Background: an optimization exercise with open tools, aiming at small area. Do not read the settings as production practice. RTL that was checked went through simulation tests only; none was proved equivalent to the original. Power figures rest on the tool's default switching activity, not on a simulated workload.

v6:
==> module pixel_compositor, before the edit <==
module pixel_compositor (
    input  logic        Clk,
    input  logic        Reset,
    input  logic        frame_start,
    input  logic        de,
    input  logic [9:0]  DrawX,
    input  logic [9:0]  DrawY,
    input  logic [9:0]  X,
    input  logic [9:0]  Y,
    input  logic [9:0]  size,
    input  logic [7:0]  x_vec,
    input  logic [7:0]  y_vec,
    input  logic        map_en,
    input  logic        wall_on,
    input  logic [11:0] wall_color,
    input  logic [11:0] memdata,
    output logic [3:0]  Red,
    output logic [3:0]  Green,
    output logic [3:0]  Blue,
    output logic        out_valid,
    output logic        dots_ready
);
    logic [9:0] x_lat, y_lat, s_lat;
    logic [7:0] xv_lat, yv_lat;
    logic       par_ok;
    logic [9:0] x_dot, y_dot;
    logic [7:0] xv_dot, yv_dot;
    logic       dot_ok;
    logic [3:0] cnt;
    logic       rdy;
    always_ff @(posedge Clk) begin
        if (frame_start) begin
            x_lat <= X; y_lat <= Y; s_lat <= size; xv_lat <= x_vec; yv_lat <= y_vec;
        end
        if (cnt == 4'd10 && !frame_start) begin
            x_dot <= x_lat; y_dot <= y_lat; xv_dot <= xv_lat; yv_dot <= yv_lat;
        end
    end
    always_ff @(posedge Clk) begin
        if (Reset) begin
            cnt <= '0; rdy <= 1'b0; par_ok <= 1'b0; dot_ok <= 1'b0;
        end else if (frame_start) begin
            cnt <= 4'd1; rdy <= 1'b0; par_ok <= 1'b1;
        end else if (cnt == 4'd10) begin
            cnt <= '0; rdy <= 1'b1; dot_ok <= 1'b1;
        end else if (cnt != 4'd0) begin
            cnt <= cnt + 4'd1;
        end
    end
    logic [8:0] hx, hy;
    logic       dot_hit;
    dot_axis u_dx (.d(DrawX[7:0]), .p(x_dot), .a(xv_dot), .hit(hx));
    dot_axis u_dy (.d(DrawY[7:0]), .p(y_dot), .a(yv_dot), .hit(hy));
        assign dot_hit = dot_ok ? |(hx & hy) : (DrawX[7:0] == 8'd0 && DrawY[7:0] == 8'd0);
    logic signed [10:0] ddx, ddy;
    logic               player_hit;
    sub4 u_sx (.d(DrawX[7:0]), .p(x_lat), .r(ddx));
    sub4 u_sy (.d(DrawY[7:0]), .p(y_lat), .r(ddy));
    logic disc_in;
    disc_le u_disc (.dx(ddx), .dy(ddy), .s(s_lat), .le(disc_in));
        assign player_hit = par_ok && disc_in;
    logic above, below, in_map;
    logic signed [9:0] col_w;
    assign col_w = $signed({1'b0, DrawY[9:1]}) - 10'sd120;
    assign above = col_w[9] && !memdata[7] && (memdata[6:0] <= ~col_w[6:0]);
    assign below = !col_w[9] && ({1'b0, memdata[7:0], 1'b0} < {col_w[8:0], DrawY[0]});
    assign in_map = map_en && (DrawX <= 10'd160) && (DrawY <= 10'd120);
    logic [11:0] rgb1, rgb2;
    logic        v1, v2;
    logic [11:0] col;
    always_comb begin
        if (in_map) begin
            if (dot_hit)         col = 12'hFFF;
            else if (player_hit) col = 12'hF70;
            else if (wall_on)    col = wall_color;
            else                 col = 12'h004;
        end else begin
            if (above)           col = 12'h337;
            else if (below)      col = 12'h733;
            else                 col = {3{memdata[11:8]}};
        end
    end
    always_ff @(posedge Clk) begin
        if (Reset) begin
            rgb1 <= '0; v1 <= 1'b0; rgb2 <= '0; v2 <= 1'b0;
        end else begin
            rgb1 <= de ? col : 12'h000;
            v1   <= de;
            rgb2 <= rgb1;
            v2   <= v1;
        end
    end
    assign {Red, Green, Blue} = rgb2;
    assign out_valid  = v2;
    assign dots_ready = rdy;
endmodule
export LEC_CHECK = 0
export CAP_MARGIN = 20
export CORE_MARGIN = 2
export CORE_UTILIZATION = 40
export CTS_BUF_LIST = sky130_fd_sc_hd__clkbuf_8
export SLEW_MARGIN = 20
export SYNTH_HIERARCHICAL = 1
create_clock -name core_clock -period 12.0 [get_ports {Clk}]
standard.sh (not shown) runs the stock make flow with config.mk's settings and CLKGATE_MAP_FILE= SYNTH_SCRIPT=/design/flow/synth_recipe.tcl, a recipe that flattens the netlist after the stock synthesis.
==> flow/flow/run.sh <==
#!/bin/bash
set -e
export BUFFER_PORTS_ARGS="-buffer_cell sky130_fd_sc_hd__buf_1"
bash standard.sh > standard_flow.log 2>&1
v6 reached the final stage; the timing, design-rule and antenna checks on its layout passed.
Inputs modified between v6 and v7:
diff --git a/flow/design.v b/flow/design.v
--- a/flow/design.v
+++ b/flow/design.v
@@ -60,13 +60,13 @@
     disc_le u_disc (.dx(ddx), .dy(ddy), .s(s_lat), .le(disc_in));
         assign player_hit = par_ok && disc_in;
     logic above, below, in_map;
     logic signed [9:0] col_w;
     assign col_w = $signed({1'b0, DrawY[9:1]}) - 10'sd120;
     assign above = col_w[9] && !memdata[7] && (memdata[6:0] <= ~col_w[6:0]);
-    assign below = !col_w[9] && ({1'b0, memdata[7:0], 1'b0} < {col_w[8:0], DrawY[0]});
+    assign below = !col_w[9] && ({2'b0, memdata[7:0]} < ({1'b0, col_w[8:0]} + {9'd0, DrawY[0]}));
     assign in_map = map_en && (DrawX <= 10'd160) && (DrawY <= 10'd120);
     logic [11:0] rgb1, rgb2;
     logic        v1, v2;
     logic [11:0] col;
     always_comb begin
         if (in_map) begin
- Instance count after placement with tap cells included, v6 and v7, higher one = v7.
- Relative to v6, internal power contribution decreased by 16 uW in v7.
- Clock skew, v6 and v7, higher one = v7.
- met5 as the highest layer used for signal routing was reported by v7, and met4 by v6.
- Looking at final wirelength across v6 and v7, the one that comes out lower is v6.
- Sort v6 and v7 by depth of the most critical reg-to-reg path, ascending, and v6 comes first.
No functional check of the RTL was part of v6.

[separate check: timing with driven ports]
How much do the figures lean on ideal ports? The routed layouts below were timed once more, with nothing changed but the port constraints.
Step 1 assumes that a clkbuf_16 drives the clock port and a buf_2 every other input.
Step 2 times the ports against the registers' clock, not the clock port: input delays grow and output delays shrink by t, the midpoint of the rising clock arrivals with the driver on.
Three values: ideal, step 1, step 2; two values: the first two.
run	t, ns	setup slack, ns	worst setup path at the end	worst register clock-pin slew, ns	worst slew at a driven data input, ns
v6	0.506	0.999 / 1.015 / 0.510	input to register	0.10 / 0.10	0.07
v7	0.510	1.007 / 1.024 / 0.514	input to register	0.09 / 0.09	0.07
After both steps setup and hold are still met in every run listed. The setup slack of v7, which loses most, moves by +0.017 ns with the drivers and by -0.493 ns with both steps.
